This design comes from an exercise in tuning for small area, a short achievable clock period and few clock cycles on the open sky130 flow, not from production work.
In this exercise RTL edits were held to simulation tests only and were not proved equivalent to the original.
Power is estimated from default activity; no workload was simulated.

## flow/run.sh

```bash
#!/bin/bash
# synth_recipe.tcl (not shown) runs the flow's synth.tcl, then flattens the netlist and writes it again
# the make line also repeats each setting of config.mk as NAME=value (left out here)
make -C /OpenROAD-flow-scripts/flow DESIGN_CONFIG=/design/flow/config.mk WORK_HOME=/design/flow/orfs CLKGATE_MAP_FILE= SYNTH_SCRIPT=/design/flow/synth_recipe.tcl finish
```

## flow/config.mk

```make
export PLATFORM = sky130hd
export DESIGN_NAME = nearest_palette_color_match
export DESIGN_NICKNAME = nearest_palette_color_match
export VERILOG_FILES = /design/flow/design.v
export SDC_FILE = /design/flow/constraint.sdc
export NUM_CORES = 4
export LEC_CHECK = 0
export CAP_MARGIN = 20
export CORE_MARGIN = 2
export CORE_UTILIZATION = 45
export SLEW_MARGIN = 20
export SYNTH_MEMORY_MAX_BITS = 8192
```

## flow/constraint.sdc

```tcl
create_clock -name core_clock -period 9.0 [get_ports {clk}]
set_input_delay 1.8000 -clock core_clock [delete_from_list [all_inputs] [get_ports {clk}]]
set_output_delay 1.8000 -clock core_clock [all_outputs]
set_load 0.01 [all_outputs]
```

## flow/design.v

```verilog
package npcm_pkg;
  localparam int COLOR_W             = 8;
  localparam int RGB_W               = 3 * COLOR_W;
  localparam int IDX_IN_W            = 8;
  localparam int IDX_OUT_W           = 8;
  localparam int DIST_W              = 20;
  localparam int SQ_W                = 2 * COLOR_W;
  localparam int WGT_W               = 10;
  localparam int PROD_W              = WGT_W + SQ_W;
  localparam int FRAC_SH             = 8;
  localparam int TERM_W              = PROD_W - FRAC_SH;
  localparam int PALETTE_ENTRIES_DEF = 256;
  localparam int RED_BASE            = 512;
  localparam int BLUE_BASE           = 767;
  localparam logic ACT_WRITE = 1'b0;
  localparam logic ACT_QUERY = 1'b1;
  typedef enum logic [1:0] {
    ST_IDLE,
    ST_SCAN,
    ST_WAIT,
    ST_DONE
  } state_t;
  typedef struct packed {
    logic scan;
    logic last;
  } tag_t;
  typedef struct packed {
    logic              scan;
    logic              last;
    logic              hit;
    logic [DIST_W-1:0] distance;
  } res_t;
  function automatic int store_depth(input int entries);
    store_depth = (entries < (2 ** IDX_IN_W)) ? entries : (2 ** IDX_IN_W);
  endfunction
endpackage
module npcm_palette #(
  parameter int PALETTE_ENTRIES = npcm_pkg::PALETTE_ENTRIES_DEF,
  parameter int DEPTH           = npcm_pkg::store_depth(PALETTE_ENTRIES),
  parameter int ADDR_W          = $clog2(DEPTH)
) (
  input  logic                      clk,
  input  logic                      rst_n,
  input  logic                      wr_en,
  input  logic [ADDR_W-1:0]         wr_addr,
  input  logic [npcm_pkg::RGB_W-1:0] wr_color,
  input  logic                      wr_valid,
  input  logic                      rd_en,
  input  logic [ADDR_W-1:0]         rd_addr,
  output logic [npcm_pkg::RGB_W-1:0] rd_color_r,
  output logic                      rd_valid_r
);
  logic [npcm_pkg::RGB_W-1:0] mem [DEPTH];
  logic [DEPTH-1:0] valid_r;
  always_ff @(posedge clk) begin
    if (wr_en) begin
      mem[wr_addr] <= wr_color;
    end
  end
  always_ff @(posedge clk) begin
    if (rd_en) begin
      rd_color_r <= mem[rd_addr];
      rd_valid_r <= valid_r[rd_addr];
    end
  end
  always_ff @(posedge clk) begin
    if (!rst_n) begin
      valid_r <= '0;
    end else if (wr_en) begin
      valid_r[wr_addr] <= wr_valid;
    end
  end
endmodule
module npcm_dist #(
  parameter int PALETTE_ENTRIES = npcm_pkg::PALETTE_ENTRIES_DEF,
  parameter int ADDR_W          = $clog2(npcm_pkg::store_depth(PALETTE_ENTRIES))
) (
  input  logic                         clk,
  input  logic                         rst_n,
  input  logic [npcm_pkg::COLOR_W-1:0] q_red,
  input  logic [npcm_pkg::COLOR_W-1:0] q_green,
  input  logic [npcm_pkg::COLOR_W-1:0] q_blue,
  input  logic [npcm_pkg::RGB_W-1:0]   e_color,
  input  logic                         e_hit,
  input  npcm_pkg::tag_t               in_tag,
  input  logic [ADDR_W-1:0]            in_idx,
  output npcm_pkg::res_t               res,
  output logic [ADDR_W-1:0]            res_idx
);
  logic [npcm_pkg::COLOR_W-1:0] er, eg, eb;
  logic [npcm_pkg::COLOR_W-1:0] dr, dg, db, mean;
  logic [npcm_pkg::COLOR_W:0]   rsum;
  npcm_pkg::tag_t               a_tag_r;
  logic               a_hit_r;
  logic [ADDR_W-1:0]  a_idx_r;
  logic [npcm_pkg::SQ_W-1:0]    a_dr2_r, a_dg2_r, a_db2_r;
  logic [npcm_pkg::WGT_W-1:0]   a_wr_r, a_wb_r;
  npcm_pkg::tag_t               b_tag_r;
  logic               b_hit_r;
  logic [ADDR_W-1:0]  b_idx_r;
  logic [npcm_pkg::PROD_W-1:0]  b_pr_r, b_pb_r;
  logic [npcm_pkg::SQ_W-1:0]    b_dg2_r;
  logic [npcm_pkg::TERM_W-1:0]  tr, tg, tb;
  npcm_pkg::tag_t               c_tag_r;
  logic               c_hit_r;
  logic [ADDR_W-1:0]  c_idx_r;
  logic [npcm_pkg::DIST_W-1:0]  c_dist_r;
  assign er   = e_color[npcm_pkg::RGB_W-1 -: npcm_pkg::COLOR_W];
  assign eg   = e_color[2*npcm_pkg::COLOR_W-1 -: npcm_pkg::COLOR_W];
  assign eb   = e_color[npcm_pkg::COLOR_W-1:0];
  assign dr   = (er > q_red)   ? (er - q_red)   : (q_red - er);
  assign dg   = (eg > q_green) ? (eg - q_green) : (q_green - eg);
  assign db   = (eb > q_blue)  ? (eb - q_blue)  : (q_blue - eb);
  assign rsum = {1'b0, er} + {1'b0, q_red};
  assign mean = rsum[npcm_pkg::COLOR_W:1];
  always_ff @(posedge clk) begin
    if (!rst_n) begin
      a_tag_r <= '0;
      b_tag_r <= '0;
      c_tag_r <= '0;
    end else begin
      a_tag_r <= in_tag;
      b_tag_r <= a_tag_r;
      c_tag_r <= b_tag_r;
    end
  end
  always_ff @(posedge clk) begin
    a_hit_r <= e_hit;
    a_idx_r <= in_idx;
    a_dr2_r <= npcm_pkg::SQ_W'(dr) * npcm_pkg::SQ_W'(dr);
    a_dg2_r <= npcm_pkg::SQ_W'(dg) * npcm_pkg::SQ_W'(dg);
    a_db2_r <= npcm_pkg::SQ_W'(db) * npcm_pkg::SQ_W'(db);
    a_wr_r  <= npcm_pkg::WGT_W'(npcm_pkg::RED_BASE) + npcm_pkg::WGT_W'(mean);
    a_wb_r  <= npcm_pkg::WGT_W'(npcm_pkg::BLUE_BASE) - npcm_pkg::WGT_W'(mean);
  end
  always_ff @(posedge clk) begin
    b_hit_r <= a_hit_r;
    b_idx_r <= a_idx_r;
    b_pr_r  <= npcm_pkg::PROD_W'(a_wr_r) * npcm_pkg::PROD_W'(a_dr2_r);
    b_pb_r  <= npcm_pkg::PROD_W'(a_wb_r) * npcm_pkg::PROD_W'(a_db2_r);
    b_dg2_r <= a_dg2_r;
  end
  assign tr = b_pr_r[npcm_pkg::PROD_W-1:npcm_pkg::FRAC_SH];
  assign tb = b_pb_r[npcm_pkg::PROD_W-1:npcm_pkg::FRAC_SH];
  assign tg = {b_dg2_r, 2'b00};
  always_ff @(posedge clk) begin
    c_hit_r  <= b_hit_r;
    c_idx_r  <= b_idx_r;
    c_dist_r <= npcm_pkg::DIST_W'(tr) + npcm_pkg::DIST_W'(tg) + npcm_pkg::DIST_W'(tb);
  end
  assign res.scan     = c_tag_r.scan;
  assign res.last     = c_tag_r.last;
  assign res.hit      = c_hit_r;
  assign res.distance = c_dist_r;
  assign res_idx      = c_idx_r;
endmodule
module npcm_seq #(
  parameter int PALETTE_ENTRIES = npcm_pkg::PALETTE_ENTRIES_DEF,
  parameter int DEPTH           = npcm_pkg::store_depth(PALETTE_ENTRIES),
  parameter int ADDR_W          = $clog2(DEPTH)
) (
  input  logic                         clk,
  input  logic                         rst_n,
  input  logic                         in_valid,
  output logic                         in_ready,
  input  logic                         in_action,
  input  logic [npcm_pkg::IDX_IN_W-1:0] in_entry_index,
  input  logic                         in_entry_valid,
  input  logic [npcm_pkg::COLOR_W-1:0] in_red,
  input  logic [npcm_pkg::COLOR_W-1:0] in_green,
  input  logic [npcm_pkg::COLOR_W-1:0] in_blue,
  output logic                         out_valid,
  input  logic                         out_ready,
  output logic [npcm_pkg::IDX_OUT_W-1:0] out_best_index,
  output logic [npcm_pkg::DIST_W-1:0]  out_best_distance,
  output logic                         out_match_found,
  output logic                         wr_en,
  output logic [ADDR_W-1:0]            wr_addr,
  output logic [npcm_pkg::RGB_W-1:0]   wr_color,
  output logic                         wr_valid,
  output logic                         rd_en,
  output logic [ADDR_W-1:0]            rd_addr,
  output npcm_pkg::tag_t               iss_tag_r,
  output logic [ADDR_W-1:0]            iss_idx_r,
  output logic [npcm_pkg::COLOR_W-1:0] q_red_r,
  output logic [npcm_pkg::COLOR_W-1:0] q_green_r,
  output logic [npcm_pkg::COLOR_W-1:0] q_blue_r,
  input  npcm_pkg::res_t               res,
  input  logic [ADDR_W-1:0]            res_idx
);
  localparam logic [ADDR_W-1:0] LAST_ADDR = ADDR_W'(DEPTH - 1);
  npcm_pkg::state_t              state_r, state_nxt;
  logic [ADDR_W-1:0]   cnt_r;
  logic                accept, in_range, out_load, scan_last, better;
  logic                found_r;
  logic [ADDR_W-1:0]   best_i_r;
  logic [npcm_pkg::DIST_W-1:0]   best_d_r;
  logic                out_valid_r, out_valid_nxt;
  logic [npcm_pkg::IDX_OUT_W-1:0] out_idx_r;
  logic [npcm_pkg::DIST_W-1:0]   out_dist_r;
  logic                out_found_r;
  assign accept    = in_valid && in_ready;
  assign in_range  = 32'(in_entry_index) < 32'(PALETTE_ENTRIES);
  assign scan_last = (cnt_r == LAST_ADDR);
  assign better    = res.scan && res.hit && (!found_r || (res.distance < best_d_r));
  assign wr_en    = accept && (in_action == npcm_pkg::ACT_WRITE) && in_range;
  assign wr_addr  = in_entry_index[ADDR_W-1:0];
  assign wr_color = {in_red, in_green, in_blue};
  assign wr_valid = in_entry_valid;
  assign rd_addr  = cnt_r;
  always_comb begin
    state_nxt = state_r;
    unique case (state_r)
      npcm_pkg::ST_IDLE: if (accept && (in_action == npcm_pkg::ACT_QUERY)) state_nxt = npcm_pkg::ST_SCAN;
      npcm_pkg::ST_SCAN: if (scan_last) state_nxt = npcm_pkg::ST_WAIT;
      npcm_pkg::ST_WAIT: if (res.scan && res.last) state_nxt = npcm_pkg::ST_DONE;
      npcm_pkg::ST_DONE: if (!out_valid_r || out_ready) state_nxt = npcm_pkg::ST_IDLE;
      default: state_nxt = npcm_pkg::ST_IDLE;
    endcase
  end
  always_comb begin
    in_ready = 1'b0;
    rd_en       = 1'b0;
    out_load    = 1'b0;
    unique case (state_r)
      npcm_pkg::ST_IDLE: in_ready = 1'b1;
      npcm_pkg::ST_SCAN: rd_en       = 1'b1;
      npcm_pkg::ST_WAIT: ;
      npcm_pkg::ST_DONE: out_load    = !out_valid_r || out_ready;
      default: ;
    endcase
  end
  assign out_valid_nxt = out_load ? 1'b1 : (out_ready ? 1'b0 : out_valid_r);
  always_ff @(posedge clk) begin
    if (!rst_n) begin
      state_r     <= npcm_pkg::ST_IDLE;
      out_valid_r <= 1'b0;
      iss_tag_r   <= '0;
    end else begin
      state_r        <= state_nxt;
      out_valid_r    <= out_valid_nxt;
      iss_tag_r.scan <= rd_en;
      iss_tag_r.last <= rd_en && scan_last;
    end
  end
  always_ff @(posedge clk) begin
    iss_idx_r <= cnt_r;
    if (accept) begin
      q_red_r   <= in_red;
      q_green_r <= in_green;
      q_blue_r  <= in_blue;
      cnt_r     <= '0;
      found_r   <= 1'b0;
      best_i_r  <= '0;
      best_d_r  <= '0;
    end else begin
      if (rd_en) begin
        cnt_r <= cnt_r + 1'b1;
      end
      if (better) begin
        found_r  <= 1'b1;
        best_i_r <= res_idx;
        best_d_r <= res.distance;
      end
    end
    if (out_load) begin
      out_idx_r   <= npcm_pkg::IDX_OUT_W'(best_i_r);
      out_dist_r  <= best_d_r;
      out_found_r <= found_r;
    end
  end
  assign out_valid         = out_valid_r;
  assign out_best_index    = out_idx_r;
  assign out_best_distance = out_dist_r;
  assign out_match_found   = out_found_r;
endmodule
module nearest_palette_color_match #(
  parameter int PALETTE_ENTRIES = npcm_pkg::PALETTE_ENTRIES_DEF
) (
  input  logic        clk,
  input  logic        rst_n,
  input  logic        in_valid,
  output logic        in_ready,
  input  logic        in_action,
  input  logic [7:0]  in_entry_index,
  input  logic        in_entry_valid,
  input  logic [7:0]  in_red,
  input  logic [7:0]  in_green,
  input  logic [7:0]  in_blue,
  output logic        out_valid,
  input  logic        out_ready,
  output logic [7:0]  out_best_index,
  output logic [19:0] out_best_distance,
  output logic        out_match_found
);
  localparam int DEPTH  = npcm_pkg::store_depth(PALETTE_ENTRIES);
  localparam int ADDR_W = $clog2(DEPTH);
  logic              wr_en, wr_valid, rd_en, rd_valid_r;
  logic [ADDR_W-1:0] wr_addr, rd_addr, iss_idx_r, res_idx;
  logic [npcm_pkg::RGB_W-1:0]  wr_color, rd_color_r;
  logic [npcm_pkg::COLOR_W-1:0] q_red_r, q_green_r, q_blue_r;
  npcm_pkg::tag_t              iss_tag_r;
  npcm_pkg::res_t              res;
  npcm_seq #(
    .PALETTE_ENTRIES(PALETTE_ENTRIES),
    .DEPTH          (DEPTH),
    .ADDR_W         (ADDR_W)
  ) u_seq (
    .clk              (clk),
    .rst_n            (rst_n),
    .in_valid         (in_valid),
    .in_ready         (in_ready),
    .in_action        (in_action),
    .in_entry_index   (in_entry_index),
    .in_entry_valid   (in_entry_valid),
    .in_red           (in_red),
    .in_green         (in_green),
    .in_blue          (in_blue),
    .out_valid        (out_valid),
    .out_ready        (out_ready),
    .out_best_index   (out_best_index),
    .out_best_distance(out_best_distance),
    .out_match_found  (out_match_found),
    .wr_en            (wr_en),
    .wr_addr          (wr_addr),
    .wr_color         (wr_color),
    .wr_valid         (wr_valid),
    .rd_en            (rd_en),
    .rd_addr          (rd_addr),
    .iss_tag_r        (iss_tag_r),
    .iss_idx_r        (iss_idx_r),
    .q_red_r          (q_red_r),
    .q_green_r        (q_green_r),
    .q_blue_r         (q_blue_r),
    .res              (res),
    .res_idx          (res_idx)
  );
  npcm_palette #(
    .PALETTE_ENTRIES(PALETTE_ENTRIES),
    .DEPTH          (DEPTH),
    .ADDR_W         (ADDR_W)
  ) u_palette (
    .clk        (clk),
    .rst_n      (rst_n),
    .wr_en      (wr_en),
    .wr_addr    (wr_addr),
    .wr_color   (wr_color),
    .wr_valid   (wr_valid),
    .rd_en      (rd_en),
    .rd_addr    (rd_addr),
    .rd_color_r (rd_color_r),
    .rd_valid_r (rd_valid_r)
  );
  npcm_dist #(
    .PALETTE_ENTRIES(PALETTE_ENTRIES),
    .ADDR_W         (ADDR_W)
  ) u_dist (
    .clk     (clk),
    .rst_n   (rst_n),
    .q_red   (q_red_r),
    .q_green (q_green_r),
    .q_blue  (q_blue_r),
    .e_color (rd_color_r),
    .e_hit   (rd_valid_r),
    .in_tag  (iss_tag_r),
    .in_idx  (iss_idx_r),
    .res     (res),
    .res_idx (res_idx)
  );
endmodule
```

==> impl_metrics.py <==
metrics = {
    "setup_path": {
        "required_ns": 9.99,
        "r2r_cells": 24,
        "rrSetupSlack_ns": 1.17,
        "cp.arrival_ns": 8.82,
        "crit_fanout": 9,
        "rr_startpoint": "u_palette.rd_color_r[16]",
        "critical_path.cell_chain": "inv_1 -> ha_1 -> inv_1 -> fa_1 -> a211oi_2 -> o21ai_1 -> a31oi_1 -> nor2_4 -> mux2i_1 -> mux2_2 -> or4_1 -> or2_1 -> fa_1 -> inv_1 -> fa_1 -> fa_1 -> inv_1 -> fa_1 -> inv_1 -> ha_1 -> o41ai_1 -> o21ai_0 -> o41ai_1 -> xnor3_1",
        "cp_slowest_stage_delay_ns": 0.71,
        "startpoint_type": "register",
        "worstSetupPathType": "register to register",
        "critPathCaptureType": "register",
        "slowest_stage": "or4_1",
        "r2r-end": "u_dist.a_dr2_r[15]",
        "crit_start": "u_palette.rd_color_r[16]",
        "endpoint": "u_dist.a_dr2_r[15]",
    },
    "cts": {
        "cts_tree": "done",
        "cts_max_path_buffers": 4,
        "hold_buffers": 0,
        "post_cts_buffers": 0,
        "clkSinkCount": 6693,
        "cts.htree.levels": 6,
        "cts_buffers": 687,
        "ctsResizeCount": 0,
        "cts.clk_slew.worst_paths_ns": 0.06,
        "insertion_delay_ns": 1.13,
        "cts_root_buf": "clkbuf_16",
    },
    "grt": {
        "antenna_found_initial": 48,
        "grt.total_usage_pct": 23.6,
        "grt_max_degree": 168,
        "grt_pass1_wl_um": 1030000,
        "grt_overflow_total": 0,
        "grt_pass1_vias": 137000,
    },
    "cells_and_area": {
        "nets": 14200,
        "drive_gt1_share_pct": 26.6,
        "area_growth_pct": 13.2,
    },
    "sta": {
        "relSlewSlack_pct": 15.6,
        "slew_viol_final": 0,
        "hold_viol": 0,
        "setup_tns_ns": 0,
        "setup_viol": 0,
        "fmax_mhz": 128,
        "period_minus_slack_ns": 7.83,
        "rsz0062_at_grt": "no",
        "min_period_over_period_pct": 87.0,
        "finClkSkew_ns": 0.0505,
        "worstMarginPinSlew_ns": 1.27,
    },
    "drt": {
        "drt_first_pass_iters": 9,
        "wl_um": 730000,
        "vias_per_cell": 6.10,
        "drt_iter0_drc": 17900,
        "via_count": 135000,
        "ant_nets": 0,
        "drc": 0,
        "wl_per_cell_um": 32.9,
    },
    "synth": {
        "synth-seq-cells": 6693,
        "synth_cell_types": 74,
        "synth_edf_count": 6222,
        "yosys.area.top_type": "edfxtp_1",
        "synth_top_flop_cell": "edfxtp_1",
        "synth_top_area_share_pct": 68.9,
        "seq_area_frac_synth_pct": 72.4,
        "async_reset_ff_share_pct": 0,
        "yosys_warnings": 3,
        "synthCells": 13100,
        "syn_area_per_cell_um2": 20.7,
        "syn_area_um2": 271000,
        "synth_area_leaders": "edfxtp_1, mux4_2, dfxtp_1, fa_1, ha_1",
    },
    "run_status": {
        "status": "finished clean",
    },
    "floorplan": {
        "core_um2": 601000,
        "start_util_pct": 45.1,
        "top_level_ports": 69,
        "die_x_um": 780,
        "die_h_um": 780,
        "die_area_um2": 609000,
        "rows": 285,
    },
    "power": {
        "total_power_w": 0.116,
        "p_per_area_nw_per_um2": 377,
        "ir_drop_mv": 1.56,
        "leakagePower_nw": 95.5,
    },
    "placement": {
        "gp_congestion": 0.843,
        "numPortBuffers": 68,
        "dp_hpwl_um": 420000,
    },
    "run": {
        "drv_cap": 0,
    },
    "worst_hold_path": {
        "min_path_cells": 0,
        "hold_path.class": "register to register",
    },
}
## cell type report
| cell class | count | area (µm²) |
|---|---|---|
| Clock buffer | 878 | 18200 |
| Inverter | 450 | 1690 |
| Sequential cell | 6693 | 196000 |
| Tap cell | 8036 | 10100 |
| Multi-Input combinational cell | 5266 | 71900 |
| Clock inverter | 371 | 3540 |
| Antenna cell | 10 | 25.0 |
| Timing Repair Buffer | 460 | 5120 |
| Fill cell | 47000 | 294000 |
## routing by layer
layer,vias up,global-route usage (%),wire length (µm)
li1,54300,-,-
met1,73500,33.6,295000
met2,6289,37.6,347000
met3,1065,4.17,63400
met4,12,7.25,25200
met5,-,0,92
## metrics by stage
step / util (%) / setup WS, ns / cell area, µm² / hold WS [ns] / std cells
after floorplan: - / 2.07 / 271000 / 0.310 / 13100
after global placement: 47.2 / 1.01 / 284000 / 0.311 / 20800
after detailed placement: 47.3 / 1.11 / 284000 / 0.312 / 20900
after CTS: 50.9 / 1.11 / 306000 / 0.323 / 22100
after global routing: 51.0 / 0.679 / 307000 / 0.327 / 22200
final: 51.0 / 1.17 / 307000 / 0.323 / 22200
## registers in the layout (all words and copies together) (netlist names), 15 cells and up
register,flops
u_dist.b_dg2_r,15
u_dist.a_db2_r,15
u_seq.out_dist_r,20
u_dist.c_dist_r,20
u_palette.valid_r,256
u_dist.b_pr_r,18
u_palette.rd_color_r,24
u_dist.b_pb_r,18
u_palette.mem,6144
u_seq.best_d_r,20
u_dist.a_dr2_r,15
u_dist.a_dg2_r,15
## synth_stat cells (7+ instances only)
cell type and n:
fa_1 263, a21oi_1 325, o21a_1 28, ha_1 352, nand2_1 403, clkbuf_1 377, buf_1 72, nand4_1 32
and2_1 160, a211oi_1 20, a21o_1 41, o21ai_0 296, mux2i_1 145, a221o_1 7, nand3b_1 12, o22ai_1 13
nand2b_1 10, nor3_1 52, nor2_1 547, o221ai_1 13, nor2b_1 32, mux4_2 2049, dfxtp_1 471, or3_1 22
buf_4 29, nand3_1 104, xnor2_1 97, a31oi_1 10, buf_2 178, buf_6 16, or2_2 20, o21bai_1 20
a22oi_1 29, inv_1 449, and3_1 13, edfxtp_1 6222, xor2_1 48
## cells by family after synthesis
kind of cell / share of synthesized area (%)
AOI/OAI and AO/OA: 1.88
xor gates and xnor gates: 0.477
adders and majority gates: 3.57
buffers and inverters: 1.72
DFF: 72.4
muxes: 17.6
other: 0.00277
and+or+nand+nor: 2.36
## critical path, delay by kind of cell (launching register included)
family / cells / cell delay [ns]
AOI/OAI and AO/OA: 6 / 1.92
xor gates and xnor gates: 1 / 0.39
adders and majority gates: 7 / 2.83
buffers and inverters: 5 / 0.34
DFF: 1 / 0.42
muxes: 2 / 0.66
and+or+nand+nor: 3 / 1.16
## placed cells by master (no fill, tap or decap), types with 295 or more instances in the layout
| cell type | instances |
|---|---|
| nand2_1 | 401 |
| o21ai_0 | 295 |
| clkbuf_16 | 698 |
| buf_4 | 296 |
| edfxtp_1 | 6222 |
| ha_1 | 351 |
| dfxtp_1 | 463 |
| inv_1 | 448 |
| a21oi_1 | 325 |
| mux4_2 | 2049 |
## power breakdown
part | switching, W | internal, W
Sequential | 0.000673 | 0.0353
Combinational | 0.0289 | 0.0231
Clock | 0.0120 | 0.0157
## worst min path at each step
stage	slack, ns	from	to
6_report	0.32	u_seq.iss_idx_r[0]	u_dist.a_idx_r[0]
5_1_grt	0.33	u_seq.iss_idx_r[0]	u_dist.a_idx_r[0]
4_1_cts	0.32	u_seq.iss_idx_r[0]	u_dist.a_idx_r[0]
3_5_place_dp	0.31	u_seq.iss_idx_r[5]	u_dist.a_idx_r[5]
3_3_place_gp	0.31	u_dist.a_idx_r[2]	u_dist.b_idx_r[2]
2_1_floorplan	0.31	u_seq.iss_idx_r[0]	u_dist.a_idx_r[0]
Testbench counts, summed over its fixed seeds: cycles 406,800.

re-timing with driven ports:
In the flow no input, the clock included, has a driving cell. The finished layout below was timed again as built, in two steps.
Step 1 assumes that a clkbuf_16 drives the clock port and a buf_2 every other input.
Step 2 adds t to the input delays and takes it off the output delays; t is the mean of the earliest and latest rising clock arrival at the registers after step 1. Input paths then give back, and output paths get back, about the clock's delay inside the block.
a / b / c = ideal ports / drivers / drivers and shift; a / b = the first two.
t, ns: 1.226
slack for setup (ns): 1.167 / 1.167 / 1.167
pins driven straight from the clock port: 1
After both steps this run still meets setup and hold. The setup slack of this run moves by 0.000 ns with the drivers and by 0.000 ns with both steps.
